This is an optimization exercise on Yosys and OpenROAD, whose aim is small area, not a production implementation.
At most, simulation tests tie the RTL to the original design; equivalence was not proved.
No functional check of the RTL was part of run 1.
Power figures rest on the tool's default switching activity, not on a simulated workload. The flow treats the clock pin as an ideal source, which a real chip does not have.

### flow/design.v
`timescale 1ns/1ps
package cube_motor_pkg;
    localparam int QUEUE_DEPTH    = 256;
    localparam int QUEUE_AW       = 8;
    localparam int TICK_DIV       = 20;    
    localparam int STEPS_PER_MOVE = 50;
    localparam int SETTLE_TICKS   = 100;
    localparam int NUM_FACES      = 6;
    localparam int TICK_CNT_W = $clog2(TICK_DIV);
    localparam int SEQ_CNT_W  = $clog2((STEPS_PER_MOVE > SETTLE_TICKS) ?
                                       STEPS_PER_MOVE : SETTLE_TICKS);
    function automatic logic [3:0] enc_move(input logic [3:0] m);
        enc_move = {(m[2] ? (m[1:0] + 2'd1) : m[1:0]), m[2], m[3]};
    endfunction
    function automatic logic [3:0] dec_move(input logic [3:0] c);
        dec_move = {c[0], c[1], (c[1] ? (c[3:2] - 2'd1) : c[3:2])};
    endfunction
endpackage
`timescale 1ns/1ps
module step_tick_gen (
    input  logic i_clk,
    input  logic i_rst_n,
    output logic o_tick,      
    output logic o_wrapped    
);
    logic [cube_motor_pkg::TICK_CNT_W-1:0] cnt_r;
    assign o_tick    = (cnt_r == cube_motor_pkg::TICK_CNT_W'(cube_motor_pkg::TICK_DIV - 1));
    assign o_wrapped = (cnt_r == '0);
    always_ff @(posedge i_clk or negedge i_rst_n) begin
        if (!i_rst_n) begin
            cnt_r <= '0;
        end else if (o_tick) begin
            cnt_r <= '0;
        end else begin
            cnt_r <= cnt_r + 1'b1;
        end
    end
endmodule
`timescale 1ns/1ps
module move_queue_ram (
    input  logic        i_clk,
    input  logic        i_rst_n,
    input  logic [12:0] i_wr,           
    input  logic [7:0]  i_next_addr,
    output logic [3:0]  o_entry0,       
    output logic [3:0]  o_next          
);
    logic       wr;
    logic [7:0] waddr;
    logic [3:0] wcode;
    assign wr    = i_wr[12];
    assign waddr = i_wr[11:4];
    assign wcode = cube_motor_pkg::enc_move(i_wr[3:0]);
    logic [7:0] rot_r;
    logic [7:0] wpos;
    always_ff @(posedge i_clk) begin
        rot_r <= rot_r + 8'd1;
    end
    assign wpos = waddr + rot_r;
    logic [15:0]      row_n;      
    logic [15:0]      col_n;      
    logic [15:0][3:0] wcol;       
    always_comb begin
        for (int i = 0; i < 16; i++) begin
            row_n[i] = !(wr && (wpos[7:4] == 4'(i)));
            col_n[i] = !(wpos[3:0] == 4'(i));
            wcol[i]  = ((i % 2 == 0) ? ~wcode : wcode) | {4{col_n[i]}};
        end
    end
    logic [255:0] r1_r, r0_r, f1_r, f0_r;
    logic [255:0] r1_w, r0_w, f1_w, f0_w;
    for (genvar k = 0; k < 256; k++) begin : g_stage
        localparam int P = (k + 255) % 256;
        logic sel;
        sel_gate u_sel (
            .i_row_n (row_n[k / 16]),
            .i_col_n (col_n[k % 16]),
            .o_sel   (sel)
        );
        ring_cell u_cell (
            .i_row_n (row_n[k / 16]),
            .i_wcol  (wcol[k % 16]),
            .i_sel   (sel),
            .i_prev  ({r1_r[P], r0_r[P], f1_r[P], f0_r[P]}),
            .o_next  ({r1_w[k], r0_w[k], f1_w[k], f0_w[k]})
        );
    end
    localparam logic [255:0] ODD = {128{2'b10}};
    always_ff @(posedge i_clk or negedge i_rst_n) begin
        if (!i_rst_n) begin
            r1_r <= ODD;
            r0_r <= ODD;
        end else begin
            r1_r <= r1_w;
            r0_r <= r0_w;
        end
    end
    always_ff @(posedge i_clk) begin
        f1_r <= f1_w;
        f0_r <= f0_w;
    end
    logic [1:0] e0_r_r, e0_f_r;
    logic       wr0;
    assign wr0 = wr && (waddr == 8'd0);
    always_ff @(posedge i_clk or negedge i_rst_n) begin
        if (!i_rst_n) begin
            e0_r_r <= '0;
        end else if (wr0) begin
            e0_r_r <= wcode[3:2];
        end
    end
    always_ff @(posedge i_clk) begin
        if (wr0) begin
            e0_f_r <= wcode[1:0];
        end
    end
    assign o_entry0 = {e0_r_r, e0_f_r};
    logic [3:0] nxt_r;
    logic [7:0] tap_sum;
    assign tap_sum = i_next_addr + rot_r;
    always_ff @(posedge i_clk) begin
        if (wr && (waddr == i_next_addr)) begin
            nxt_r <= wcode;
        end else if (tap_sum == 8'd1) begin
            nxt_r <= {r1_r[0], r0_r[0], f1_r[0], f0_r[0]};
        end
    end
    assign o_next = nxt_r;
endmodule
module sel_gate (
    input  logic i_row_n,
    input  logic i_col_n,
    output logic o_sel
);
    assign o_sel = ~(i_row_n | i_col_n);
endmodule
module ring_cell (
    input  logic       i_row_n,
    input  logic       i_sel,
    input  logic [3:0] i_wcol,
    input  logic [3:0] i_prev,
    output logic [3:0] o_next
);
    assign o_next = ~(({4{i_row_n}} | i_wcol) & ({4{i_sel}} | i_prev));
endmodule
`timescale 1ns/1ps
module move_sequencer (
    input  logic        i_clk,
    input  logic        i_rst_n,
    input  logic        i_tick,
    input  logic        i_start,
    input  logic [3:0]  i_entry0,      
    input  logic [3:0]  i_next,        
    output logic [7:0]  o_next_addr,   
    output logic        o_turn,
    output logic [3:0]  o_move,
    output logic        o_busy,
    output logic        o_done
);
    logic       busy_r;
    logic [7:0] naddr_r;
    logic [7:0] cnt_r;
    logic [3:0] move_r;
    logic       done_r;
    logic entry0_empty, next_empty, last_entry, move_done;
    assign entry0_empty = (i_entry0[3:2] == 2'b00);
    assign next_empty   = (i_next[3:2] == 2'b00);
    assign last_entry   = next_empty || (naddr_r == 8'd0);
    assign move_done    = i_tick && (cnt_r == 8'd149);
    assign o_next_addr = naddr_r;
    assign o_turn      = busy_r && (cnt_r < 8'd50);
    assign o_move      = move_r;
    assign o_busy      = busy_r;
    assign o_done      = done_r;
    always_ff @(posedge i_clk) begin
        if (!busy_r || move_done) begin
            cnt_r <= '0;
        end else if (i_tick) begin
            cnt_r <= cnt_r + 1'b1;
        end
        if (!busy_r || (move_done && last_entry)) begin
            naddr_r <= 8'd1;
        end else if (move_done) begin
            naddr_r <= naddr_r + 1'b1;
        end
    end
    always_ff @(posedge i_clk or negedge i_rst_n) begin
        if (!i_rst_n) begin
            busy_r  <= 1'b0;
            move_r  <= '0;
            done_r  <= 1'b0;
        end else begin
            done_r <= 1'b0;
            if (!busy_r) begin
                if (i_start) begin
                    if (entry0_empty) begin
                        done_r <= 1'b1;
                    end else begin
                        busy_r <= 1'b1;
                        move_r <= cube_motor_pkg::dec_move(i_entry0);
                    end
                end
            end else if (move_done) begin
                if (last_entry) begin
                    busy_r  <= 1'b0;
                    move_r  <= '0;
                    done_r  <= 1'b1;
                end else begin
                    move_r  <= cube_motor_pkg::dec_move(i_next);
                end
            end
        end
    end
endmodule
`timescale 1ns/1ps
module motor_drive_decode (
    input  logic        i_clk,
    input  logic        i_rst_n,
    input  logic        i_turn,
    input  logic        i_wrapped,
    input  logic [3:0]  i_move,
    output logic [7:0]  o_drive
);
    logic was_turn_r;
    logic dir_r;
    always_ff @(posedge i_clk or negedge i_rst_n) begin
        if (!i_rst_n) begin
            was_turn_r <= 1'b0;
            dir_r      <= 1'b1;
        end else begin
            was_turn_r <= i_turn;
            dir_r      <= ~i_move[3];
        end
    end
    always_comb begin
        o_drive[7:2] = '1;
        for (int f = 0; f < cube_motor_pkg::NUM_FACES; f++) begin
            if (was_turn_r && (i_move[2:0] == 3'(f + 1))) begin
                o_drive[f + 2] = 1'b0;
            end
        end
        o_drive[1] = dir_r;
        o_drive[0] = was_turn_r && i_wrapped;
    end
endmodule
`timescale 1ns/1ps
module cube_motor_top (
    input  logic         i_clk,
    input  logic         i_rst_n,
    input  logic [12:0]  i_queue_wr,    
    input  logic         i_start,
    output logic [7:0]   o_drive,       
    output logic [3:0]   o_move,        
    output logic         o_busy,
    output logic         o_done
);
    logic       tick;
    logic       wrapped;
    logic [7:0] next_addr;
    logic [3:0] entry0;
    logic [3:0] next_code;
    logic       turn;
    step_tick_gen tick0 (
        .i_clk     (i_clk),
        .i_rst_n   (i_rst_n),
        .o_tick    (tick),
        .o_wrapped (wrapped)
    );
    move_queue_ram queue0 (
        .i_clk       (i_clk),
        .i_rst_n     (i_rst_n),
        .i_wr        (i_queue_wr),
        .i_next_addr (next_addr),
        .o_entry0    (entry0),
        .o_next      (next_code)
    );
    move_sequencer seq0 (
        .i_clk       (i_clk),
        .i_rst_n     (i_rst_n),
        .i_tick      (tick),
        .i_start     (i_start),
        .i_entry0    (entry0),
        .i_next      (next_code),
        .o_next_addr (next_addr),
        .o_turn      (turn),
        .o_move      (o_move),
        .o_busy      (o_busy),
        .o_done      (o_done)
    );
    motor_drive_decode decode0 (
        .i_clk     (i_clk),
        .i_rst_n   (i_rst_n),
        .i_turn    (turn),
        .i_wrapped (wrapped),
        .i_move    (o_move),
        .o_drive   (o_drive)
    );
endmodule
### flow/flow/run.sh
#!/bin/bash
# The standard layout, with clock tree synthesis told not to add dummy loads
# and to cluster the flip-flops into larger groups per leaf buffer.
set -euo pipefail
CTS="-sink_clustering_enable -repair_clock_nets -dont_use_dummy_load"
CTS="$CTS -buf_list sky130_fd_sc_hd__clkbuf_16"
CTS="$CTS -sink_clustering_size 30 -sink_clustering_max_diameter 60"
bash standard.sh "CTS_ARGS=$CTS" finish > orfs_make.log 2>&1
### flow/standard.sh
#!/bin/bash
# synth_recipe.tcl (not shown) runs the flow's synth.tcl, then flattens the netlist and writes it again
# the make line also repeats each setting of config.mk as NAME=value (left out here)
make -C /OpenROAD-flow-scripts/flow DESIGN_CONFIG=/design/flow/config.mk WORK_HOME=/design/flow/orfs CLKGATE_MAP_FILE= SYNTH_SCRIPT=/design/flow/synth_recipe.tcl "${@:-finish}"
### flow/config.mk
export PLATFORM = sky130hd
export DESIGN_NAME = cube_motor_top
export DESIGN_NICKNAME = cube_motor_top
export VERILOG_FILES = /design/flow/design.v
export SDC_FILE = /design/flow/constraint.sdc
export NUM_CORES = 8
export LEC_CHECK = 0
export CAP_MARGIN = 20
export CORE_MARGIN = 2
export CORE_UTILIZATION = 50
export GPL_ROUTABILITY_DRIVEN = 1
export PLACE_DENSITY = 0.6
export SLEW_MARGIN = 20
export SYNTH_HIERARCHICAL = 1
### flow/constraint.sdc
create_clock -name core_clock -period 10.0 [get_ports {i_clk}]
set_input_delay 2.0000 -clock core_clock [delete_from_list [all_inputs] [get_ports {i_clk}]]
set_output_delay 2.0000 -clock core_clock [all_outputs]
set_load 0.01 [all_outputs]
==> key figures, run 1 <==
Run status
  – Run status: timing/DRC/antenna clean

Cells and area
  – Final core utilization: 54.77%
  – Area growth from synthesis to layout: 8.961%
  – Ratio of cells with drive above 1 in the final layout: 13.21%
  – Nets: 2889
  – Final cell count without fillers: 3729
  – Finished layout cell area: 37360 um^2

Route
  – DR iter-0 viols: 2820
  – Average wire length per cell after detail routing: 29.09 um
  – Via Count: 24460
  – Detailed-route vias per instance: 6.559
  – Number of remaining DRC errors: 0
  – Detailed-routed wire length on met3: 8737 um
  – Total routed wirelength: 108500 um
  – Highest metal layer with signal wires: met5
  – Wl on met1: 45030 um
  – First-pass iteration count of the detailed router: 7
  – Number of nets still failing antenna checks after routing: 0
  – Met2 wire length: 49560 um

Clock tree
  – CTS clock-pin slew for the worst setup and hold paths: 0.09 ns
  – Clock buffer count from CTS: 59
  – Number of buffers inserted for hold repair after clock tree synthesis: 0
  – Post-CTS Setup Repair Bufs: 0
  – Number of H-tree levels: 2
  – PostCTS Resize Cnt: 0
  – Clock latency of the later-clocked register in the worst-skew pair: 0.66 ns
  – Clock Tree Buf Depth: 3
  – CTS tree: built
  – TritonCTS sink count: 1069
  – Clock Root Buffer: clkbuf_16

Power and ir drop
  – P per Cell Area: 201.3 nW/um^2
  – Share of power burned in the clock network: 31.1%
  – Switching power: 1.715 mW
  – Sw Share: 22.79%
  – Maximum vdd drop: 144.8 uV
  – Pleak: 14.43 nW
  – Power consumption: 7.522 mW
  – Combinational group share of total power: 5.3%
  – Int Power: 5.808 mW
  – Part of the power in registers: 63.6%

Worst setup path
  – Crit path DAT: 6.05 ns
  – Critical path launch point type: primary input
  – Crit end category: flip-flop
  – Launch point of the worst reg-to-reg path: queue0.rot_r[0]
  – WS Path Type: in -> reg
  – Startpoint of the most critical setup path: i_queue_wr[4]
  – Crit path max fanout: 41
  – Required time of the critical path: 10.49 ns

Timing
  – TNS Setup: 0 ns
  – Final number of hold-violating endpoints: 0
  – Clock period minus worst slack: 5.561 ns
  – Actual slew at the worst max-slew pin: 1.131 ns
  – Period utilization: 55.61%
  – Final clock skew: 0.04840 ns
  – Worst Hold Slack: 0.3690 ns
  – Endpoints failing setup: 0
  – RSZ-0062 raised after global routing: no
  – Fmax: 0.1798 GHz
  – Relative slew margins: 24.32%
  – Post-layout worst setup margin: 4.439 ns
  – Fin. max-slew vios: 0

Global route
  – Global-route congestion overflow total: 0
  – Via count of the first global-routing pass: 23380
  – Global-route wire length before repair: 157800 um
  – Aggregate global-route resource usage: 30.47%
  – Pin count of the biggest net entering global routing: 151
  – Number of antenna violations at the first check in global routing: 2

Logic synthesis
  – Share of flip-flops with an asynchronous set or reset after synthesis: 49.30%
  – Post-synth top cells: o22ai_1, dfxtp_1, nor2_1
  – Synthesis-stage register bit count: 1069
  – Cell with the most instances after synthesis: o22ai_1
  – Area share of the largest cell type after synthesis: 31.29%
  – Average instance area after synthesis: 12.49 um^2
  – Cell types occupying the most area after synthesis: dfxtp_1, dfrtp_1, dfstp_2
  – Post-synth EDFFs: 6
  – Nets in the synthesized netlist: 2786
  – Synth Warn #: 10
  – Flip-flop cell with the highest count after synthesis: dfxtp_1
  – Post-Syn Area: 34290 um^2
  – Unique masters post-synth: 56
  – Seq/Total Area, Yosys: 71.21%
  – Cells after synthesis: 2745
  – Dominant cell type by area after synthesis: dfxtp_1

Job
  – Max cap viols: 0

Hold path
  – Launch point of the worst hold path: queue0.r1_r[12]
  – HP Class: reg -> reg

Floorplanning
  – Area of the die: 70690 um^2
  – Horizontal die dimension: 265.9 um
  – I/O pin cnt: 30
  – Die height: 265.9 um
  – Effective utilization at floorplan: 50.26%
  – Area inside the core boundary: 68230 um^2
  – Core Rows: 96

Placed design
  – DP Worst Slack: 3.896 ns
  – Routability-driven placement congestion ratio: 0.9427
  – Number of placed instances, taps included: 3669
  – Post-DP Area: 35880 um^2
  – HPWL reported at the end of detailed placement: 71420 um
  – Count of input and output buffers: 29
-- power by group through the flow --
stage,clock (mW),combinational (mW),sequential (mW)
floorplan,0,0.214,4.77
global placement,0,0.382,4.87
detailed placement,0,0.390,4.86
CTS,2.37,0.394,4.78
global route,2.54,0.429,4.80
finish,2.34,0.399,4.79
-- critical path, stage by stage --
cell             delay, ns
clkdlybuf4s50_1       0.47
ha_1                  0.26
fa_1                  0.45
a21o_1                0.23
a21oi_1               0.25
xor2_1                0.14
nor3_1                0.55
nand2_2               0.74
buf_4                 0.52
nor2_1                0.28
o22ai_1               0.13
-- area by class of cell --
cell class	count	area, um^2
Antenna cell	1	2.502
Clock buffer	59	1476
Fill cell	5714	30860
Inverter	31	116.4
Multi-Input combinational cell	1634	9746
Sequential cell	1069	24420
Tap cell	882	1104
Timing Repair Buffer	53	500.5
-- kinds of logic after synthesis --
family / share of synthesized area, %
muxes: 0.2809
DFF: 71.21
adders and majority gates: 0.9560
AOI/OAI and AO/OA: 19.70
buffers and inverters: 0.5071
and+or+nand+nor: 6.097
xor gates and xnor gates: 1.248
-- per-module statistics from Yosys (local to each module, per instance), a selection --
module / cell area, um^2 / cells / copies in the design
ring_cell: 25.02 / 4 / 256
move_queue_ram: 25360 / 1293 / 1
move_sequencer: 1184 / 137 / 1
sel_gate: 3.754 / 1 / 256
step_tick_gen: 252.7 / 24 / 1
motor_drive_decode: 128.9 / 11 / 1
-- registers in the layout, indices dropped and copies added (netlist names) --
name / cells
decode0.dir_r: 1
decode0.was_turn_r: 1
queue0.e0_f_r: 2
queue0.e0_r_r: 2
queue0.f0_r: 256
queue0.f1_r: 256
queue0.nxt_r: 4
queue0.r0_r: 256
queue0.r1_r: 256
queue0.rot_r: 8
seq0.busy_r: 1
seq0.cnt_r: 8
seq0.done_r: 1
seq0.move_r: 4
seq0.naddr_r: 8
tick0.cnt_r: 5
-- cell usage in the layout, fill, tap and decap left out, types with 5 or more instances in the layout --
cell,count
nand4b_1,5
xnor2_1,32
dfstp_2,257
clkdlybuf4s50_1,28
dfxtp_1,536
nand2b_1,24
o22ai_1,1028
clkbuf_16,59
nor2_1,289
inv_1,31
edfxtp_1,6
buf_4,22
a21oi_1,18
nor4_1,7
nand4_1,6
dfrtp_1,270
mux2_2,5
o21ai_0,7
xor2_1,14
nand2_1,71
nor3_1,19
nand2_2,16
nand3_1,13
ha_1,23
-- layer usage --
metal / GRT usage, % / up-vias
met4: 13.19 / 2
met2: 47.63 / 1184
li1: - / 10810
met1: 41.72 / 12270
met3: 5.878 / 197
met5: 0 / -
-- path summary, 6_finish.rpt --
check / endpoint / slack [ns] / depth (start not counted)
hold / removal: queue0.r1_r[13] / 0.37 / 1
setup reg to reg: queue0.r0_r[152] / 5.88 / 10
hold reg to reg: queue0.r1_r[13] / 0.37 / 1
min in group asynchronous: queue0.r0_r[126] / 1.39 / 1
max in group asynchronous: queue0.r0_r[64] / 6.90 / 2
setup / recovery: queue0.r0_r[152] / 4.44 / 11
==> run 2: changes to the inputs <==
--- a/flow/design.v
+++ b/flow/design.v
@@ -162,10 +162,13 @@
     logic [7:0] cnt_r;
     logic [3:0] move_r;
     logic       done_r;
-    logic entry0_empty, next_empty, last_entry, move_done;
-    assign entry0_empty = (i_entry0[3:2] == 2'b00);
-    assign next_empty   = (i_next[3:2] == 2'b00);
-    assign last_entry   = next_empty || (naddr_r == 8'd0);
+    logic [3:0] src;
+    logic [3:0] src_move;
+    logic src_empty, last_entry, move_done;
+    assign src        = busy_r ? i_next : i_entry0;
+    assign src_empty  = (src[3:2] == 2'b00);
+    assign src_move   = cube_motor_pkg::dec_move(src);
+    assign last_entry = src_empty || (naddr_r == 8'd0);
     assign move_done    = i_tick && (cnt_r == 8'd149);
     assign o_next_addr = naddr_r;
     assign o_turn      = busy_r && (cnt_r < 8'd50);
@@ -193,11 +196,11 @@
             done_r <= 1'b0;
             if (!busy_r) begin
                 if (i_start) begin
-                    if (entry0_empty) begin
+                    if (src_empty) begin
                         done_r <= 1'b1;
                     end else begin
                         busy_r <= 1'b1;
-                        move_r <= cube_motor_pkg::dec_move(i_entry0);
+                        move_r <= src_move;
                     end
                 end
             end else if (move_done) begin
@@ -206,7 +209,7 @@
                     move_r  <= '0;
                     done_r  <= 1'b1;
                 end else begin
-                    move_r  <= cube_motor_pkg::dec_move(i_next);
+                    move_r  <= src_move;
                 end
             end
         end
--- a/flow/flow/run.sh
+++ b/flow/flow/run.sh
@@ -4,5 +4,5 @@
 set -euo pipefail
 CTS="-sink_clustering_enable -repair_clock_nets -dont_use_dummy_load"
 CTS="$CTS -buf_list sky130_fd_sc_hd__clkbuf_16"
-CTS="$CTS -sink_clustering_size 30 -sink_clustering_max_diameter 60"
+CTS="$CTS -sink_clustering_size 30 -sink_clustering_max_diameter 100"
 bash standard.sh "CTS_ARGS=$CTS" finish > orfs_make.log 2>&1
==> run 2 against run 1 <==
  * Sequential cell count did not move
  * Fmax rose by 0.15%
  * Non-clock buffer count did not move
  * Sequential power barely moved
  * Synthesized cell count fell by 0.51%
  * Register-to-register slack improved by 0.04 ns
  * Clock power fell by 15%
  * Count of clock-buffer cells in the layout fell by 17
  * Global-route usage fell by 0.22 points
  * Via count fell by 0.70%
  * Critical path depth fell by 4
==> key figures, run 2 <==
Run status
  – Run status: timing/DRC/antenna clean

Logic synthesis
  – Area share of the largest cell type after synthesis: 31.32% (about the same)
  – Flip-flop cell with the highest count after synthesis: dfxtp_1
  – Cells after synthesis: 2731 (-0.51%)
  – Nets in the synthesized netlist: 2771 (-0.54%)
  – Post-synth top cells: o22ai_1, dfxtp_1, nor2_1
  – Post-Syn Area: 34260 um^2 (about the same)
  – Dominant cell type by area after synthesis: dfxtp_1
  – Seq/Total Area, Yosys: 71.28% (about the same)
  – Unique masters post-synth: 53 (-5.4%)
  – Synthesis-stage register bit count: 1069 (unchanged)
  – Share of flip-flops with an asynchronous set or reset after synthesis: 49.30% (unchanged)
  – Cell with the most instances after synthesis: o22ai_1
  – Synth Warn #: 10 (unchanged)
  – Cell types occupying the most area after synthesis: dfxtp_1, dfrtp_1, dfstp_2
  – Average instance area after synthesis: 12.54 um^2 (+0.41%)
  – Post-synth EDFFs: 6 (unchanged)

Global route
  – Global-route wire length before repair: 156800 um (-0.64%)
  – Grt peak-use layer: met2
  – Aggregate global-route resource usage: 30.25% (-0.22 points)
  – GR Util met1: 42.47% (+0.75 points)
  – Global-route congestion overflow total: 0 (unchanged)
  – Via count of the first global-routing pass: 23280 (-0.43%)
  – Met3 Track Usage GR: 5.065% (-0.81 points)
  – Pin count of the biggest net entering global routing: 168 (+11%)
  – Number of antenna violations at the first check in global routing: 1 (-1)
  – Met2 layer usage reported by global route: 45.20% (-2.4 points)

Route
  – Via Count: 24290 (-0.70%)
  – DR iter-0 viols: 2625 (-6.9%)
  – Number of remaining DRC errors: 0 (unchanged)
  – Average wire length per cell after detail routing: 29.07 um (about the same)
  – First-pass iteration count of the detailed router: 8 (+1)
  – Number of nets still failing antenna checks after routing: 0 (unchanged)
  – Total routed wirelength: 107300 um (-1.1%)
  – Detailed-route vias per instance: 6.583 (+0.35%)

Worst setup path
  – Crit path max fanout: 16 (-61%)
  – Crit path DAT: 6.00 ns (-0.05 ns)
  – WS Path Type: in -> reg
  – Required time of the critical path: 10.45 ns (-0.04 ns)
  – Crit end category: flip-flop
  – Critical path launch point type: primary input

Timing
  – Final number of hold-violating endpoints: 0 (unchanged)
  – Clock period minus worst slack: 5.553 ns (-0.008430 ns)
  – Relative slew margins: 20.03% (-4.3 points)
  – Period utilization: 55.53% (-0.084 points)
  – RSZ-0062 raised after global routing: no
  – Actual slew at the worst max-slew pin: 1.191 ns (+0.05961 ns)
  – Post-layout worst setup margin: 4.447 ns (+0.008430 ns)
  – Final clock skew: 0.03652 ns (-0.01188 ns)
  – TNS Setup: 0 ns (unchanged)
  – Fin. max-slew vios: 0 (unchanged)
  – Endpoints failing setup: 0 (unchanged)
  – Worst Hold Slack: 0.3586 ns (-0.01037 ns)
  – Fmax: 0.1801 GHz (+0.15%)

Clock tree
  – CTS clock-pin slew for the worst setup and hold paths: 0.11 ns (+0.02 ns)
  – Clock Root Buffer: clkbuf_16
  – TritonCTS sink count: 1069 (unchanged)
  – PostCTS Resize Cnt: 0 (unchanged)
  – Number of H-tree levels: 2 (unchanged)
  – Clock buffer count from CTS: 42 (-29%)
  – Clock Tree Buf Depth: 3 (unchanged)
  – Post-CTS Setup Repair Bufs: 0 (unchanged)
  – Number of buffers inserted for hold repair after clock tree synthesis: 0 (unchanged)
  – Clock latency of the later-clocked register in the worst-skew pair: 0.62 ns (-0.04 ns)
  – CTS tree: built

Power and ir drop
  – Part of the power in registers: 66.5% (+2.9 points)
  – Int Power: 5.525 mW (-4.9%)
  – P per Cell Area: 194.8 nW/um^2 (-3.3%)
  – Sw Share: 23.11% (+0.31 points)
  – Switching power: 1.660 mW (-3.2%)
  – Share of power burned in the clock network: 27.8% (-3.3 points)
  – Pleak: 14.22 nW (-1.5%)
  – Maximum vdd drop: 140.0 uV (-3.3%)
  – Combinational group share of total power: 5.6% (+0.3 points)

Cells and area
  – Area growth from synthesis to layout: 7.692%
  – Ratio of cells with drive above 1 in the final layout: 12.89% (-0.33 points)
  – Finished layout cell area: 36890 um^2 (-1.3%)
  – Most common cell after layout, fill and taps aside: o22ai_1
  – Commonest cells after routing, fill and taps aside: o22ai_1, dfxtp_1, nor2_1
  – Fill cells: 5598 (-2.0%)
  – Final core utilization: 54.64% (-0.12 points)
  – Nets: 2859 (-1.0%)
  – Diodes inserted: 0 (-1)

Floorplanning
  – Area of the die: 70630 um^2 (about the same)
  – Die height: 265.8 um (about the same)
  – Horizontal die dimension: 265.8 um (about the same)
  – I/O pin cnt: 30 (unchanged)
  – Core Rows: 95 (-1.0%)
  – Area inside the core boundary: 67510 um^2 (-1.0%)
  – Effective utilization at floorplan: 50.74% (+0.48 points)

Placed design
  – Routability-driven placement congestion ratio: 0.9614 (+2.0%)
  – DP Worst Slack: 3.891 ns (-0.005010 ns)
  – Count of input and output buffers: 29 (unchanged)
  – HPWL reported at the end of detailed placement: 71420 um (about the same)
  – Post-DP Area: 35840 um^2 (-0.10%)

Hold path
  – HP Class: reg -> reg

Job
  – Max cap viols: 0 (unchanged)
run 2: cell count changes in the layout (fill, tap and decap cells not counted), sizes merged, moves of 2 or more:
cell	before	now
mux2i	4	7
mux2	5	9
o22ai	1028	1025
inv	31	26
nand2b	24	22
nand3	13	7
clkbuf	59	42
nand4	6	9
and3	1	3
a21oi	19	14
run 2: power by group through the flow:
| stage | logic, mW | clock network, mW | registers (mW) |
|---|---|---|---|
| global placement | 0.386 | 0 | 4.86 |
| finish | 0.404 | 2.00 | 4.78 |
| detailed placement | 0.395 | 0 | 4.86 |
| CTS | 0.398 | 2.04 | 4.78 |
| floorplan | 0.213 | 0 | 4.77 |
| global route | 0.434 | 2.18 | 4.80 |
run 2: cells by family (layout without fill, tap and decap cells):
kind of cell / Yosys count / count (layout) / synth area share (%)
DFF: 1069 / 1069 / 71.28
AOI/OAI and AO/OA: 1070 / 1070 / 19.64
adders and majority gates: 24 / 24 / 0.9204
muxes: 16 / 16 / 0.5004
buffers and inverters: 35 / 121 / 0.4273
and+or+nand+nor: 470 / 470 / 6.008
xor gates and xnor gates: 47 / 47 / 1.224
run 2: routing by layer:
layer | up-vias | part of all wire (%)
met5 | - | 0
met1 | 12160 | 42
met4 | 0 | 6.2
li1 | 10710 | -
met2 | 1202 | 44
met3 | 221 | 8.2
run 2: worst paths after layout:
path                                  from  slack (ns)  depth (start not counted)               end
min in group asynchronous          i_rst_n        1.38                          1  queue0.r1_r[206]
max in group asynchronous          i_rst_n        6.52                          3   queue0.r1_r[88]
max                          i_queue_wr[4]        4.45                          7   queue0.r1_r[15]
min reg2reg                queue0.r1_r[88]        0.36                          1   queue0.r1_r[89]
max reg2reg                queue0.rot_r[0]        5.92                          6   queue0.r1_r[15]
min                        queue0.r1_r[88]        0.36                          1   queue0.r1_r[89]
run 2: worst max-delay path, stage by stage:
cell	delay, ns
clkdlybuf4s50_1	0.47
ha_1	0.26
fa_1	0.80
nand2_1	0.21
nor3_1	0.75
nand2_1	0.75
o22ai_1	0.75
run 2: stage by stage:
step | total power [mW] | instances
5_1_grt | 7.414 | 3690
4_1_cts | 7.210 | 3690
2_1_floorplan | 4.987 | 2731
6_report | 7.185 | 3690
3_5_place_dp | 5.250 | 3648
3_3_place_gp | 5.247 | 3648
run 2: layout make-up:
cell class / instances / area (um^2) / share of cell area [%]
Inverter: 26 / 97.59 / 0.2645
Timing Repair Buffer: 53 / 500.5 / 1.357
Multi-Input combinational cell: 1627 / 9732 / 26.38
Tap cell: 873 / 1092 / 2.961
Clock buffer: 42 / 1051 / 2.849
Sequential cell: 1069 / 24420 / 66.19
run 2: per-module statistics from Yosys, one instance, submodules excluded, excerpt:
| module | flip-flops and latches | copies in the design | cells | cell area [um^2] |
|---|---|---|---|---|
| ring_cell | 0 | 256 | 4 | 25.02 |
| motor_drive_decode | 2 | 1 | 11 | 128.9 |
| step_tick_gen | 5 | 1 | 24 | 252.7 |
| move_sequencer | 22 | 1 | 123 | 1150 |
| move_queue_ram | 1040 | 1 | 1293 | 25360 |
| sel_gate | 0 | 256 | 1 | 3.754 |
==> run 3: changes to the inputs <==
==> flow/run.sh (new file) <==
#!/bin/bash
# synth_recipe.tcl (not shown) runs the flow's synth.tcl, then flattens the netlist and writes it again
# the make line also repeats each setting of config.mk as NAME=value (left out here)
make -C /OpenROAD-flow-scripts/flow DESIGN_CONFIG=/design/flow/config.mk WORK_HOME=/design/flow/orfs CLKGATE_MAP_FILE= SYNTH_SCRIPT=/design/flow/synth_recipe.tcl finish
--- a/flow/config.mk
+++ b/flow/config.mk
@@ -7,8 +7,8 @@
 export LEC_CHECK = 0
 export CAP_MARGIN = 20
 export CORE_MARGIN = 2
-export CORE_UTILIZATION = 50
+export CORE_UTILIZATION = 40
 export GPL_ROUTABILITY_DRIVEN = 1
-export PLACE_DENSITY = 0.6
+export PLACE_DENSITY = 0.5
 export SLEW_MARGIN = 20
 export SYNTH_HIERARCHICAL = 1
removed: flow/flow/run.sh
removed: flow/standard.sh
==> run 3 against run 2 <==
  * Fmax grew 0.93%
  * Combinational power is essentially flat
  * Area after synthesis is the same
  * Clock power grew 100%
  * Sequential power is essentially flat
  * Routed wire length grew 7.7%
  * Hold slack gained 0.020 ns
  * Critical path depth grew 4
  * Utilization shrank 7.8 points
  * Non-clock buffer count grew 3
==> key figures, run 3 <==
Run status
  – Run status: timing/DRC/antenna clean

Logic synthesis
  – Cell with the most instances after synthesis: o22ai_1
  – Area share of the largest cell type after synthesis: 31.32% (unchanged)
  – Post-Syn Area: 34260 um^2 (unchanged)
  – Post-synth top cells: o22ai_1, dfxtp_1, nor2_1
  – Seq/Total Area, Yosys: 71.28% (unchanged)
  – Synth Warn #: 10 (unchanged)
  – Fraction of the mapped netlist area in compound gates: 19.64% (unchanged)
  – Post-Synth XOR/XNOR Area: 1.224% (unchanged)
  – Post-synth EDFFs: 6 (unchanged)
  – Synth Area in Adders: 0.9204% (unchanged)
  – Share of flip-flops with an asynchronous set or reset after synthesis: 49.30% (unchanged)
  – Synthesis-stage register bit count: 1069 (unchanged)
  – Simple-gate area share of the yosys netlist: 6.008% (unchanged)
  – Cells after synthesis: 2731 (unchanged)
  – Multiplexer share of the synthesized area: 0.5004% (unchanged)
  – Nets in the synthesized netlist: 2771 (unchanged)
  – Average instance area after synthesis: 12.54 um^2 (unchanged)
  – Flip-flop cell with the highest count after synthesis: dfxtp_1
  – Unique masters post-synth: 53 (unchanged)
  – Dominant cell type by area after synthesis: dfxtp_1
  – Largest family of logic cells by synthesized area: compound AO/OA/AOI/OAI gates
  – Cell types occupying the most area after synthesis: dfxtp_1, dfrtp_1, dfstp_2

Power and ir drop
  – Pleak: 15.49 nW (+9.0%)
  – P per Cell Area: 231.3 nW/um^2 (+19%)
  – Maximum vdd drop: 150.6 uV (+7.6%)

Clock tree
  – Number of buffers inserted for hold repair after clock tree synthesis: 0 (unchanged)
  – Number of H-tree levels: 3 (+1)
  – Clock Tree Buf Depth: 3 (unchanged)
  – Post-CTS Setup Repair Bufs: 0 (unchanged)
  – CTS clock-pin slew for the worst setup and hold paths: 0.06 ns (-0.05 ns)
  – CTS tree: built
  – Clock Root Buffer: clkbuf_16
  – Clock latency of the later-clocked register in the worst-skew pair: 0.68 ns (+0.06 ns)
  – PostCTS Resize Cnt: 0 (unchanged)
  – TritonCTS sink count: 1069 (unchanged)
  – Clock buffer count from CTS: 107 (+150%)

Cells and area
  – Most common cell after layout, fill and taps aside: o22ai_1
  – Area taken by multi-input logic gates: 9739 um^2 (about the same)
  – Final cell count without fillers: 4126 (+12%)
  – Ratio of cells with drive above 1 in the final layout: 16.71% (+3.8 points)
  – FF/Latch Area: 24420 um^2 (unchanged)
  – Commonest cells after routing, fill and taps aside: o22ai_1, dfxtp_1, nor2_1
  – Area growth from synthesis to layout: 16.18%
  – Fill cells: 7495 (+34%)
  – Nets: 2927 (+2.4%)
  – Finished layout cell area: 39800 um^2 (+7.9%)

Placed design
  – HPWL reported at the end of detailed placement: 75060 um (+5.1%)
  – Routability-driven placement congestion ratio: 0.8949 (-6.9%)
  – Count of input and output buffers: 29 (unchanged)
  – Number of placed instances, taps included: 3921 (+7.5%)
  – Post-DP Area: 36180 um^2 (+0.95%)

Route
  – DR iter-0 viols: 2398 (-8.6%)
  – Average wire length per cell after detail routing: 28.00 um (-3.7%)
  – Number of remaining DRC errors: 0 (unchanged)
  – Detailed-route vias per instance: 6.007 (-8.7%)
  – First-pass iteration count of the detailed router: 5 (-3)
  – Number of nets still failing antenna checks after routing: 0 (unchanged)
  – Total routed wirelength: 115500 um (+7.7%)
  – Via Count: 24790 (+2.0%)

Global route
  – Aggregate global-route resource usage: 26.09% (-4.2 points)
  – Global-route wire length before repair: 166400 um (+6.1%)
  – Number of antenna violations at the first check in global routing: 6 (+5)
  – Pin count of the biggest net entering global routing: 137 (-18%)
  – Via count of the first global-routing pass: 24360 (+4.6%)
  – Global-route congestion overflow total: 0 (unchanged)

Worst setup path
  – Crit path max fanout: 41 (+25)
  – End of the worst register-to-register path: queue0.f1_r[129]
  – Launch point of the worst reg-to-reg path: queue0.rot_r[0]
  – Critical path buffers and inverters: 2 (+1)
  – Register-to-Register Path Depth: 10 (+4)
  – Delay of the slowest cell on the worst path: 0.66 ns (-0.14 ns)
  – Startpoint of the most critical setup path: i_queue_wr[4]
  – Crit end category: flip-flop
  – Cell family with the largest share of critical-path delay: simple AND/OR/NAND/NOR gates
  – Critical path launch point type: primary input
  – FF-to-FF setup slack: 5.93 ns (about the same)
  – Crit path depth: 11 (+4)
  – WS Path Type: in -> reg
  – Crit path DAT: 6.02 ns (+0.02 ns)
  – Slowest cell on the critical path: nand2_2
  – Required time of the critical path: 10.52 ns (+0.07 ns)
  – Worst setup path endpoint: queue0.f1_r[129]
  – Critical path, cell by cell: clkdlybuf4s50_1 -> ha_1 -> fa_1 -> a21o_1 -> a22o_1 -> mux2_2 -> nor3_2 -> nand2_2 -> buf_4 -> nor2_1 -> o22ai_1

Hold path
  – HP Class: reg -> reg

Timing
  – Fin. max-slew vios: 0 (unchanged)
  – Period utilization: 55.02% (-0.51 points)
  – Final clock skew: 0.02348 ns (-0.01304 ns)
  – Fmax: 0.1818 GHz (+0.93%)
  – Actual slew at the worst max-slew pin: 1.224 ns (+0.03345 ns)
  – Relative slew margins: 18.38% (-1.7 points)
  – Clock period minus worst slack: 5.502 ns (-0.05119 ns)
  – Worst Hold Slack: 0.3789 ns (+0.02033 ns)
  – TNS Setup: 0 ns (unchanged)
  – RSZ-0062 raised after global routing: no
  – Endpoints failing setup: 0 (unchanged)
  – Final number of hold-violating endpoints: 0 (unchanged)

Job
  – Max cap viols: 0 (unchanged)

Floorplanning
  – Effective utilization at floorplan: 40.30% (-10 points)
  – Die height: 296.7 um (+12%)
  – Area of the die: 88000 um^2 (+25%)
  – Area inside the core boundary: 85010 um^2 (+26%)
  – Core Rows: 107 (+13%)
  – Horizontal die dimension: 296.7 um (+12%)
  – I/O pin cnt: 30 (unchanged)
==> run 3: cell counts after synthesis <==
No cell type changed its count.
==> run 3: power breakdown <==
part	total [mW]	switching [mW]	internal, mW
Clock	4.00	1.67	2.34
Combinational	0.407	0.278	0.129
Sequential	4.79	0.151	4.64
Total	9.20	2.10	7.11
==> run 3: how the worst min path moves through the flow <==
stage,start,end,depth (start not counted)
3_3_place_gp,queue0.r0_r[106],queue0.r0_r[107],1
4_1_cts,queue0.r0_r[52],queue0.r0_r[53],1
6_report,queue0.r0_r[62],queue0.r0_r[63],1
2_1_floorplan,queue0.r0_r[100],queue0.r0_r[101],1
3_5_place_dp,queue0.r0_r[206],queue0.r0_r[207],1
5_1_grt,queue0.r0_r[74],queue0.r0_r[75],1
==> run 3: stage by stage <==
step / setup slack (ns) / util (%) / total power, mW
after floorplan: 4.650 / - / 4.987
after global placement: 4.036 / 42.56 / 5.264
after detailed placement: 3.906 / 42.56 / 5.262
after CTS: 4.609 / 46.77 / 9.255
after global routing: 4.292 / 46.81 / 9.485
final: 4.498 / 46.82 / 9.205
==> run 3: per-layer routing <==
layer	vias to the layer above	wire (um)	part of all wire [%]	track usage, %
li1	10990	-	-	-
met4	0	5617	4.9	11.75
met2	1140	52520	45	41.10
met3	218	8379	7.3	5.185
met5	-	0	0	0
met1	12440	48990	42	34.89
==> run 3: cells by family (layout without fill, tap and decap cells) <==
| family | after synthesis | in the layout |
|---|---|---|
| AOI/OAI and AO/OA | 1070 | 1070 |
| xor gates and xnor gates | 47 | 47 |
| adders and majority gates | 24 | 24 |
| buffers and inverters | 35 | 285 |
| DFF | 1069 | 1069 |
| muxes | 16 | 16 |
| other | 0 | 1 |
| and+or+nand+nor | 470 | 470 |
==> run 3: cell type report <==
cell class	instances	area share, %
Sequential cell	1069	61.35
Timing Repair Buffer	56	1.333
Clock buffer	173	8.312
Inverter	26	0.2452
Multi-Input combinational cell	1627	24.47
Tap cell	1144	3.596
Antenna cell	1	0.006287
Clock inverter	30	0.6822
==> run 3: worst register-to-register path, stage by stage (launching register included) <==
cell and delay (ns):
dfxtp_1 0.39, ha_1 0.25, fa_1 0.46, a21o_1 0.23, a22o_1 0.18, mux2_2 0.29
nor3_2 0.42, nand2_2 0.66, buf_4 0.58, nor2_1 0.34, o22ai_1 0.12
==> run 3: Yosys stat by module, one instance, submodules excluded, excerpt <==
module	times used	cells inside	area, um^2
motor_drive_decode	1	11	128.9
move_sequencer	1	123	1150
sel_gate	256	1	3.754
move_queue_ram	1	1293	25360
step_tick_gen	1	24	252.7
ring_cell	256	4	25.02
==> run 4: changes to the inputs <==
--- a/flow/design.v
+++ b/flow/design.v
@@ -23,16 +23,18 @@
     output logic o_tick,      
     output logic o_wrapped    
 );
-    logic [cube_motor_pkg::TICK_CNT_W-1:0] cnt_r;
-    assign o_tick    = (cnt_r == cube_motor_pkg::TICK_CNT_W'(cube_motor_pkg::TICK_DIV - 1));
-    assign o_wrapped = (cnt_r == '0);
+    localparam logic [4:0] S0  = 5'd1;
+    localparam logic [4:0] S19 = 5'd6;
+    logic [4:0] lfsr_r;
+    assign o_tick    = (lfsr_r == S19);
+    assign o_wrapped = (lfsr_r == S0);
     always_ff @(posedge i_clk or negedge i_rst_n) begin
         if (!i_rst_n) begin
-            cnt_r <= '0;
+            lfsr_r <= S0;
         end else if (o_tick) begin
-            cnt_r <= '0;
+            lfsr_r <= S0;
         end else begin
-            cnt_r <= cnt_r + 1'b1;
+            lfsr_r <= {lfsr_r[3:0], lfsr_r[4] ^ lfsr_r[2]};
         end
     end
 endmodule
@@ -56,30 +58,32 @@
     always_ff @(posedge i_clk) begin
         rot_r <= rot_r + 8'd1;
     end
-    assign wpos = waddr + rot_r;
-    logic [15:0]      row_n;      
-    logic [15:0]      col_n;      
-    logic [15:0][3:0] wcol;       
+    assign wpos = waddr + ~rot_r;
+    logic [31:0]     row_n;      
+    logic [7:0]      col_n;      
+    logic [7:0][3:0] wcol;       
     always_comb begin
-        for (int i = 0; i < 16; i++) begin
-            row_n[i] = !(wr && (wpos[7:4] == 4'(i)));
-            col_n[i] = !(wpos[3:0] == 4'(i));
-            wcol[i]  = ((i % 2 == 0) ? ~wcode : wcode) | {4{col_n[i]}};
+        for (int i = 0; i < 32; i++) begin
+            row_n[i] = !(wr && (wpos[7:3] == 5'(i)));
+        end
+        for (int j = 0; j < 8; j++) begin
+            col_n[j] = !(wpos[2:0] == 3'(j));
+            wcol[j]  = ((j % 2 == 0) ? ~wcode : wcode) | {4{col_n[j]}};
         end
     end
     logic [255:0] r1_r, r0_r, f1_r, f0_r;
     logic [255:0] r1_w, r0_w, f1_w, f0_w;
     for (genvar k = 0; k < 256; k++) begin : g_stage
-        localparam int P = (k + 255) % 256;
+        localparam int P = (k + 1) % 256;
         logic sel;
         sel_gate u_sel (
-            .i_row_n (row_n[k / 16]),
-            .i_col_n (col_n[k % 16]),
+            .i_row_n (row_n[k / 8]),
+            .i_col_n (col_n[k % 8]),
             .o_sel   (sel)
         );
         ring_cell u_cell (
-            .i_row_n (row_n[k / 16]),
-            .i_wcol  (wcol[k % 16]),
+            .i_row_n (row_n[k / 8]),
+            .i_wcol  (wcol[k % 8]),
             .i_sel   (sel),
             .i_prev  ({r1_r[P], r0_r[P], f1_r[P], f0_r[P]}),
             .o_next  ({r1_w[k], r0_w[k], f1_w[k], f0_w[k]})
@@ -116,12 +120,10 @@
     end
     assign o_entry0 = {e0_r_r, e0_f_r};
     logic [3:0] nxt_r;
-    logic [7:0] tap_sum;
-    assign tap_sum = i_next_addr + rot_r;
     always_ff @(posedge i_clk) begin
         if (wr && (waddr == i_next_addr)) begin
             nxt_r <= wcode;
-        end else if (tap_sum == 8'd1) begin
+        end else if (rot_r == i_next_addr) begin
             nxt_r <= {r1_r[0], r0_r[0], f1_r[0], f0_r[0]};
         end
     end
==> flow/flow/run.sh (new file) <==
#!/bin/bash
# The standard layout, with two changes: clock tree synthesis adds no dummy
# loads and clusters the flip-flops into larger groups per leaf buffer, and
# the port buffers are the smallest buffer rather than a delay cell.
set -euo pipefail
CTS="-sink_clustering_enable -repair_clock_nets -dont_use_dummy_load"
CTS="$CTS -buf_list sky130_fd_sc_hd__clkbuf_16"
CTS="$CTS -sink_clustering_size 30 -sink_clustering_max_diameter 100"
bash standard.sh "CTS_ARGS=$CTS" \
    "BUFFER_PORTS_ARGS=-buffer_cell sky130_fd_sc_hd__buf_1" \
    finish > orfs_make.log 2>&1
==> flow/standard.sh (new file) <==
#!/bin/bash
# synth_recipe.tcl (not shown) runs the flow's synth.tcl, then flattens the netlist and writes it again
# the make line also repeats each setting of config.mk as NAME=value (left out here)
make -C /OpenROAD-flow-scripts/flow DESIGN_CONFIG=/design/flow/config.mk WORK_HOME=/design/flow/orfs CLKGATE_MAP_FILE= SYNTH_SCRIPT=/design/flow/synth_recipe.tcl "${@:-finish}"
--- a/flow/config.mk
+++ b/flow/config.mk
@@ -7,8 +7,8 @@
 export LEC_CHECK = 0
 export CAP_MARGIN = 20
 export CORE_MARGIN = 2
-export CORE_UTILIZATION = 40
+export CORE_UTILIZATION = 50
 export GPL_ROUTABILITY_DRIVEN = 1
-export PLACE_DENSITY = 0.5
+export PLACE_DENSITY = 0.6
 export SLEW_MARGIN = 20
 export SYNTH_HIERARCHICAL = 1
removed: flow/run.sh
==> run 4 against run 3 <==
  * Still clean on timing, DRC and antenna
  * Sequential power decreased by 1%
  * Synthesized cell count fell by 2.2%
  * Sequential share of layout area is 5.1 points higher
  * Critical path type unchanged
==> key figures, run 4 <==
Run status
  – Run status: timing/DRC/antenna clean

Worst setup path
  – Crit path depth: 9 (-2)
  – Cell family with the largest share of critical-path delay: buffers and inverters
  – Crit path max fanout: 26 (-37%)
  – WS Path Type: in -> reg
  – Required time of the critical path: 10.47 ns (-0.05 ns)
  – Delay of the slowest cell on the worst path: 0.90 ns (+0.24 ns)
  – End of the worst register-to-register path: queue0.r0_r[156]
  – Critical path buffers and inverters: 3 (+1)
  – Crit path DAT: 5.81 ns (-0.21 ns)
  – Register-to-Register Path Depth: 9 (-1)
  – Launch point of the worst reg-to-reg path: queue0.rot_r[0]
  – FF-to-FF setup slack: 5.68 ns (-0.25 ns)
  – Slowest cell on the critical path: nor3_1
  – Critical path, cell by cell: buf_1 -> ha_1 -> fa_1 -> xnor2_1 -> nor3_1 -> clkinv_1 -> buf_4 -> nor2_1 -> o22ai_1
  – Crit end category: flip-flop
  – Critical path launch point type: primary input

Route
  – Via Count: 24340 (-1.8%)
  – First-pass iteration count of the detailed router: 6 (+1)
  – Number of nets still failing antenna checks after routing: 0 (unchanged)
  – Detailed-route vias per instance: 6.636 (+10%)
  – Number of remaining DRC errors: 0 (unchanged)
  – DR iter-0 viols: 2660 (+11%)
  – Total routed wirelength: 106600 um (-7.7%)
  – Average wire length per cell after detail routing: 29.06 um (+3.8%)

Timing
  – Post-layout worst setup margin: 4.654 ns (+0.1558 ns)
  – Endpoints failing setup: 0 (unchanged)
  – Clock period minus worst slack: 5.346 ns (-0.1558 ns)
  – RSZ-0062 raised after global routing: no
  – Period utilization: 53.46% (-1.6 points)
  – Actual slew at the worst max-slew pin: 1.113 ns (-0.1111 ns)
  – Final clock skew: 0.06414 ns (+0.04066 ns)
  – Fmax: 0.1871 GHz (+2.9%)
  – Final number of hold-violating endpoints: 0 (unchanged)
  – TNS Setup: 0 ns (unchanged)
  – Fin. max-slew vios: 0 (unchanged)
  – Relative slew margins: 25.21% (+6.8 points)

Placed design
  – DP Worst Slack: 4.083 ns (+0.1778 ns)
  – Routability-driven placement congestion ratio: 0.8210 (-8.3%)
  – Count of input and output buffers: 29 (unchanged)
  – Post-DP Area: 35710 um^2 (-1.3%)
  – HPWL reported at the end of detailed placement: 53770 um (-28%)

Cells and area
  – FF/Latch Area: 24420 um^2 (about the same)
  – Final core utilization: 54.73% (+7.9 points)
  – Area growth from synthesis to layout: 8.271%
  – Ratio of cells with drive above 1 in the final layout: 15.50% (-1.2 points)
  – Commonest cells after routing, fill and taps aside: o22ai_1, dfxtp_1, nor2_1
  – Nets: 2826 (-3.5%)
  – Most common cell after layout, fill and taps aside: o22ai_1
  – Area taken by multi-input logic gates: 9514 um^2 (-2.3%)
  – Diodes inserted: 0 (-1)
  – Fill cells: 5567 (-26%)
  – Finished layout cell area: 36760 um^2 (-7.7%)

Global route
  – Aggregate global-route resource usage: 30.15% (+4.1 points)
  – Number of antenna violations at the first check in global routing: 0 (-6)
  – Global-route wire length before repair: 155600 um (-6.5%)
  – Via count of the first global-routing pass: 23450 (-3.7%)
  – Pin count of the biggest net entering global routing: 152 (+11%)
  – Global-route congestion overflow total: 0 (unchanged)

Floorplanning
  – Area inside the core boundary: 67160 um^2 (-21%)
  – Area of the die: 69990 um^2 (-20%)
  – Die height: 264.6 um (-11%)
  – Horizontal die dimension: 264.6 um (-11%)
  – Core Rows: 95 (-11%)
  – Effective utilization at floorplan: 50.55% (+10 points)
  – I/O pin cnt: 30 (unchanged)

Clock tree
  – PostCTS Resize Cnt: 0 (unchanged)
  – Clock Root Buffer: clkbuf_16
  – Post-CTS Setup Repair Bufs: 0 (unchanged)
  – CTS tree: built
  – Number of H-tree levels: 2 (-1)
  – Clock Tree Buf Depth: 3 (unchanged)
  – Clock latency of the later-clocked register in the worst-skew pair: 0.63 ns (-0.05 ns)
  – TritonCTS sink count: 1069 (unchanged)
  – Number of buffers inserted for hold repair after clock tree synthesis: 0 (unchanged)
  – Clock buffer count from CTS: 41 (-62%)
  – CTS clock-pin slew for the worst setup and hold paths: 0.11 ns (+0.05 ns)

Logic synthesis
  – Cell with the most instances after synthesis: o22ai_1
  – Multiplexer share of the synthesized area: 0.3833% (-0.12 points)
  – Synth Warn #: 10 (unchanged)
  – Post-Syn Area: 33950 um^2 (-0.91%)
  – Unique masters post-synth: 60 (+13%)
  – Dominant cell type by area after synthesis: dfxtp_1
  – Share of flip-flops with an asynchronous set or reset after synthesis: 49.30% (unchanged)
  – Post-synth top cells: o22ai_1, dfxtp_1, nor2_1
  – Simple-gate area share of the yosys netlist: 5.665% (-0.34 points)
  – Fraction of the mapped netlist area in compound gates: 19.84% (+0.21 points)
  – Flip-flop cell with the highest count after synthesis: dfxtp_1
  – Area share of the largest cell type after synthesis: 31.61% (+0.29 points)
  – Average instance area after synthesis: 12.70 um^2 (+1.3%)
  – Cells after synthesis: 2672 (-2.2%)
  – Largest family of logic cells by synthesized area: compound AO/OA/AOI/OAI gates
  – Synth Area in Adders: 0.5381% (-0.38 points)
  – Seq/Total Area, Yosys: 71.94% (+0.66 points)
  – Nets in the synthesized netlist: 2702 (-2.5%)
  – Cell types occupying the most area after synthesis: dfxtp_1, dfstp_2, dfrtp_1
  – Post-synth EDFFs: 6 (unchanged)
  – Post-Synth XOR/XNOR Area: 1.213% (-0.011 points)
  – Synthesis-stage register bit count: 1069 (unchanged)

Hold path
  – Hold path depth: 1 (unchanged)
  – Sink of the worst hold path: queue0.r0_r[99]
  – Launch point of the worst hold path: queue0.r0_r[100]
  – HP Class: reg -> reg

Power and ir drop
  – P per Cell Area: 194.3 nW/um^2 (-16%)
  – Power consumption: 7.140 mW (-22%)
  – Pleak: 14.32 nW (-7.6%)
  – Maximum vdd drop: 104.2 uV (-31%)

Job
  – Max cap viols: 0 (unchanged)
## run 4: cell types whose count changed in the layout (fill, tap and decap cells not counted), sizes merged, moves of 10 or more
cell | previous run | this run
nor3 | 22 | 12
clkinv | 21 | 6
clkdlybuf4s50 | 28 | 0
nand2 | 86 | 62
nand2b | 22 | 3
buf | 28 | 89
clkbuf | 173 | 42
inv | 30 | 17
## run 4: worst max path at each step
stage          slack [ns]           from               end
4_1_cts              4.74  i_queue_wr[4]  queue0.r0_r[214]
3_5_place_dp         4.08  i_queue_wr[4]  queue0.r0_r[214]
6_report             4.65  i_queue_wr[4]  queue0.r0_r[156]
5_1_grt              4.58  i_queue_wr[4]  queue0.r0_r[172]
2_1_floorplan        4.92  i_queue_wr[4]  queue0.r0_r[100]
3_3_place_gp         4.24  i_queue_wr[4]  queue0.f1_r[209]
## run 4: worst reg2reg max path: stages, from the launching register on
cell and delay (ns):
dfxtp_1 0.41, inv_1 0.10, ha_1 0.22, fa_1 0.45, xnor2_1 0.27, nor3_1 0.90, clkinv_1 0.74, buf_4 0.55
nor2_1 0.37, o22ai_1 0.14
## run 4: routing by layer
metal  vias to the layer above  track usage (%)  routed length [um]
met5                         -                0                   0
met4                         0            9.966                3946
met3                       245            5.128                8983
met2                      1104            46.17               47260
met1                     12380            43.86               46380
li1                      10610                -                   -
## run 4: cell type report
type / count / area share (%)
multi-input combinational: 1571 / 25.89
inverter: 23 / 0.2349
timing repair buffer: 90 / 1.675
sequential: 1069 / 66.44
tap: 873 / 2.972
clock buffer: 41 / 2.791
## run 4: power by group
| group | internal [mW] | switching, mW | leakage [nW] |
|---|---|---|---|
| clock | 0.745 | 1.25 | 0.505 |
| sequential | 4.63 | 0.0946 | 11.5 |
| combinational | 0.129 | 0.291 | 2.30 |
## run 4: Yosys stat by module, one instance, submodules excluded, excerpt
module | cells | times used | area [um^2] | flops+latches
motor_drive_decode | 11 | 1 | 128.9 | 2
move_queue_ram | 1244 | 1 | 25110 | 1040
move_sequencer | 123 | 1 | 1150 | 22
ring_cell | 4 | 256 | 25.02 | 0
sel_gate | 1 | 256 | 3.754 | 0
step_tick_gen | 14 | 1 | 187.7 | 5
## run 4: kinds of logic (layout without fill, tap and decap cells)
kind of cell               Yosys count  after routing
and+or+nand+nor                    437            437
buffers and inverters               32            154
DFF                               1069           1069
adders and majority gates           14             14
muxes                               12             12
xor gates and xnor gates            47             47
AOI/OAI and AO/OA                 1061           1061
## run 4: stage by stage
stage	hold slack [ns]	std cells
floorplan	0.3642	2672
detailed placement	0.3714	3626
global placement	0.3674	3625
CTS	0.3784	3667
global route	0.3917	3667
finish	0.3820	3667
==> run 5: changes to the inputs <==
--- a/flow/config.mk
+++ b/flow/config.mk
@@ -7,8 +7,8 @@
 export LEC_CHECK = 0
 export CAP_MARGIN = 20
 export CORE_MARGIN = 2
-export CORE_UTILIZATION = 50
+export CORE_UTILIZATION = 60
 export GPL_ROUTABILITY_DRIVEN = 1
-export PLACE_DENSITY = 0.6
+export PLACE_DENSITY = 0.7
 export SLEW_MARGIN = 20
 export SYNTH_HIERARCHICAL = 1
==> run 5 against run 4 <==
  * Still clean
  * Clock power barely moved
  * Register-to-register slack improved by 0.18 ns
  * Routed wire length is 2.5% lower
  * Sequential power barely moved
  * First-iteration DRC count is 15% higher
  * Clock skew grew 0.0044 ns
==> key figures, run 5 <==
Run status
  – Run status: timing/DRC/antenna clean

Logic synthesis
  – Post-Syn Area: 33950 um^2 (unchanged)
  – Seq/Total Area, Yosys: 71.94% (unchanged)
  – Cell with the most instances after synthesis: o22ai_1
  – Flip-flop cell with the highest count after synthesis: dfxtp_1
  – Post-synth EDFFs: 6 (unchanged)
  – Dominant cell type by area after synthesis: dfxtp_1
  – Synthesis-stage register bit count: 1069 (unchanged)
  – Share of flip-flops with an asynchronous set or reset after synthesis: 49.30% (unchanged)
  – Average instance area after synthesis: 12.70 um^2 (unchanged)
  – Unique masters post-synth: 60 (unchanged)
  – Nets in the synthesized netlist: 2702 (unchanged)
  – Cells after synthesis: 2672 (unchanged)
  – Post-synth top cells: o22ai_1, dfxtp_1, nor2_1
  – Area share of the largest cell type after synthesis: 31.61% (unchanged)
  – Synth Warn #: 10 (unchanged)
  – Cell types occupying the most area after synthesis: dfxtp_1, dfstp_2, dfrtp_1

Timing
  – TNS Setup: 0 ns (unchanged)
  – Period utilization: 51.61% (-1.8 points)
  – Fin. max-slew vios: 0 (unchanged)
  – Endpoints failing setup: 0 (unchanged)
  – Post-layout worst setup margin: 4.839 ns (+0.1849 ns)
  – Fmax: 0.1938 GHz (+3.6%)
  – Worst Hold Slack: 0.3755 ns (-0.006564 ns)
  – Final clock skew: 0.06850 ns (+0.004360 ns)
  – Relative slew margins: 22.35% (-2.9 points)
  – Final number of hold-violating endpoints: 0 (unchanged)
  – Actual slew at the worst max-slew pin: 1.163 ns (+0.05013 ns)
  – Clock period minus worst slack: 5.161 ns (-0.1849 ns)
  – RSZ-0062 raised after global routing: no

Worst setup path
  – WS Path Type: in -> reg
  – Delay of the slowest cell on the worst path: 0.97 ns (+0.07 ns)
  – Crit path top cell by count: nor2_1
  – Slowest cell on the critical path: clkinv_1
  – Register-to-Register Path Depth: 9 (unchanged)
  – Crit end category: flip-flop
  – Critical path buffers and inverters: 3 (unchanged)
  – Critical path, cell by cell: buf_1 -> ha_1 -> fa_1 -> xnor2_1 -> nor2_1 -> clkinv_1 -> buf_4 -> nor2_1 -> o22ai_1
  – Crit path max fanout: 17 (-35%)
  – Critical path launch point type: primary input
  – Cell family with the largest share of critical-path delay: buffers and inverters
  – FF-to-FF setup slack: 5.86 ns (+0.18 ns)
  – End of the worst register-to-register path: queue0.r0_r[229]
  – Launch point of the worst reg-to-reg path: queue0.rot_r[0]
  – Startpoint of the most critical setup path: i_queue_wr[4]
  – Required time of the critical path: 10.50 ns (+0.03 ns)
  – Crit path DAT: 5.66 ns (-0.15 ns)

Floorplanning
  – Horizontal die dimension: 241.9 um (-8.6%)
  – Effective utilization at floorplan: 60.44% (+9.9 points)
  – Area of the die: 58500 um^2 (-16%)
  – Die height: 241.9 um (-8.6%)
  – Core Rows: 87 (-8.4%)
  – Area inside the core boundary: 56170 um^2 (-16%)
  – I/O pin cnt: 30 (unchanged)

Clock tree
  – CTS tree: built
  – Clock Tree Buf Depth: 3 (unchanged)
  – Clock Root Buffer: clkbuf_16
  – Number of H-tree levels: 2 (unchanged)
  – Clock buffer count from CTS: 41 (unchanged)
  – PostCTS Resize Cnt: 0 (unchanged)
  – Post-CTS Setup Repair Bufs: 0 (unchanged)
  – TritonCTS sink count: 1069 (unchanged)
  – Number of buffers inserted for hold repair after clock tree synthesis: 0 (unchanged)
  – Clock latency of the later-clocked register in the worst-skew pair: 0.63 ns (about the same)
  – CTS clock-pin slew for the worst setup and hold paths: 0.11 ns (about the same)

Power and ir drop
  – Maximum vdd drop: 132.8 uV (+27%)
  – P per Cell Area: 194.7 nW/um^2 (+0.23%)
  – Pleak: 14.29 nW (-0.21%)
  – Power consumption: 7.129 mW (-0.16%)

Global route
  – Met2 layer usage reported by global route: 52.19% (+6.0 points)
  – Aggregate global-route resource usage: 34.87% (+4.7 points)
  – Global-route wire length before repair: 151200 um (-2.8%)
  – GR Util met1: 50.86% (+7.0 points)
  – Pin count of the biggest net entering global routing: 165 (+8.6%)
  – Grt peak-use layer: met2
  – Global-route congestion overflow total: 0 (unchanged)
  – Met3 Track Usage GR: 6.127% (+1.0 points)
  – Via count of the first global-routing pass: 23610 (+0.69%)
  – Number of antenna violations at the first check in global routing: 0 (unchanged)

Cells and area
  – Ratio of cells with drive above 1 in the final layout: 15.65% (+0.16 points)
  – Diodes inserted: 0 (unchanged)
  – Area growth from synthesis to layout: 7.854%
  – Nets: 2830 (+0.14%)
  – Final core utilization: 65.19% (+10 points)
  – Finished layout cell area: 36610 um^2 (-0.38%)
  – Commonest cells after routing, fill and taps aside: o22ai_1, dfxtp_1, nor2_1
  – Most common cell after layout, fill and taps aside: o22ai_1
  – Final cell count without fillers: 3554 (-3.1%)

Route
  – Detailed-route vias per instance: 6.978 (+5.1%)
  – Via Count: 24800 (+1.9%)
  – First-pass iteration count of the detailed router: 6 (unchanged)
  – Total routed wirelength: 103900 um (-2.5%)
  – Number of remaining DRC errors: 0 (unchanged)
  – Number of nets still failing antenna checks after routing: 0 (unchanged)
  – Average wire length per cell after detail routing: 29.25 um (+0.63%)
  – DR iter-0 viols: 3066 (+15%)

Placed design
  – HPWL reported at the end of detailed placement: 53800 um (about the same)
  – Routability-driven placement congestion ratio: 0.8796 (+7.1%)
  – DP Worst Slack: 4.073 ns (-0.01027 ns)
  – Post-DP Area: 35570 um^2 (-0.41%)
  – Number of placed instances, taps included: 3513 (-3.1%)
  – Count of input and output buffers: 29 (unchanged)

Hold path
  – Launch point of the worst hold path: queue0.r1_r[244]
  – Sink of the worst hold path: queue0.r1_r[243]
  – HP Class: reg -> reg
  – Hold path depth: 1 (unchanged)

Job
  – Max cap viols: 0 (unchanged)
==> run 5: cell counts after synthesis <==
Identical to the previous run, type by type.
==> run 5: worst register-to-register path: cells and delay by family, from the launching register on <==
kind,cells,cell delay (ns)
flops,1,0.41
buf+inv,3,1.72
simple gates,2,0.69
xor+xnor,1,0.29
compound gates,1,0.19
fa+ha+maj,2,0.70
==> run 5: Yosys stat by module, one instance, submodules excluded, excerpt <==
module / times used / cells inside / cell area [um^2]
sel_gate: 256 / 1 / 3.754
ring_cell: 256 / 4 / 25.02
motor_drive_decode: 1 / 11 / 128.9
move_sequencer: 1 / 123 / 1150
move_queue_ram: 1 / 1244 / 25110
step_tick_gen: 1 / 14 / 187.7
==> run 5: how the worst max path moves through the flow <==
stage	endpoint	depth (start not counted)
after global placement	queue0.r0_r[34]	10
after global routing	queue0.f0_r[64]	11
after detailed placement	queue0.r0_r[234]	10
after floorplan	queue0.r0_r[100]	9
after CTS	queue0.r0_r[234]	10
final	queue0.r0_r[229]	9
==> run 5: final cells by class <==
| type | count | area, um^2 |
|---|---|---|
| timing repair buffer | 94 | 645.6 |
| fill | 4199 | 19560 |
| tap | 756 | 945.9 |
| clock buffer | 41 | 1026 |
| inverter | 23 | 86.33 |
| sequential | 1069 | 24420 |
| multi-input combinational | 1571 | 9489 |
==> run 5: where the power goes <==
part	switching, mW	total (mW)	leakage (nW)	internal (mW)
Combinational	0.290	0.419	2.27	0.129
Sequential	0.0952	4.73	11.5	4.63
Clock	1.24	1.98	0.505	0.744
Total	1.62	7.13	14.3	5.51
==> run 5: metal layers <==
layer	part of all wire (%)	wire, um	up-vias
met5	0	0	-
met4	4.9	5133	0
met3	10	10550	339
met2	44	45450	1372
met1	41	42810	12480
li1	-	-	10610
==> run 5: kinds of logic (layout without fill, tap and decap cells) <==
kind of cell | count (synthesis) | after routing | synth area share (%)
DFF | 1069 | 1069 | 71.94
AOI/OAI and AO/OA | 1061 | 1061 | 19.84
muxes | 12 | 12 | 0.3833
adders and majority gates | 14 | 14 | 0.5381
buffers and inverters | 32 | 158 | 0.4201
and+or+nand+nor | 437 | 437 | 5.665
xor gates and xnor gates | 47 | 47 | 1.213

-- separate check: timing with driven ports --
How much do the figures lean on ideal ports? The routed layouts below were timed once more, with nothing changed but the port constraints. Step 1 (the two cells are an assumption about what drives the block):
set clk [get_ports {i_clk}]
set_driving_cell -lib_cell sky130_fd_sc_hd__clkbuf_16 $clk
set_driving_cell -lib_cell sky130_fd_sc_hd__buf_2 [delete_from_list [all_inputs] $clk]
Step 2, shift: input delay + t, output delay - t, t = (earliest + latest rising clock arrival at the registers) / 2. This alone moves slack from input paths to output paths. Three values: no drivers, after step 1, after step 2; two values: the first two.
| run | t, ns | setup slack, ns | clock arrival spread, ns |
|---|---|---|---|
| run 1 | 0.692 | 4.439 / 4.478 / 3.786 | 0.052 / 0.052 |
| run 2 | 0.667 | 4.447 / 4.483 / 3.816 | 0.044 / 0.044 |
| run 3 | 0.726 | 4.498 / 4.538 / 3.812 | 0.027 / 0.028 |
| run 4 | 0.662 | 4.654 / 4.693 / 4.030 | 0.065 / 0.065 |
| run 5 | 0.664 | 4.839 / 4.867 / 4.203 | 0.074 / 0.074 |
After both steps setup and hold are still met in every run listed. For run 3, which loses most, drivers alone change the setup slack by +0.040 ns; drivers and shift together by -0.686 ns.
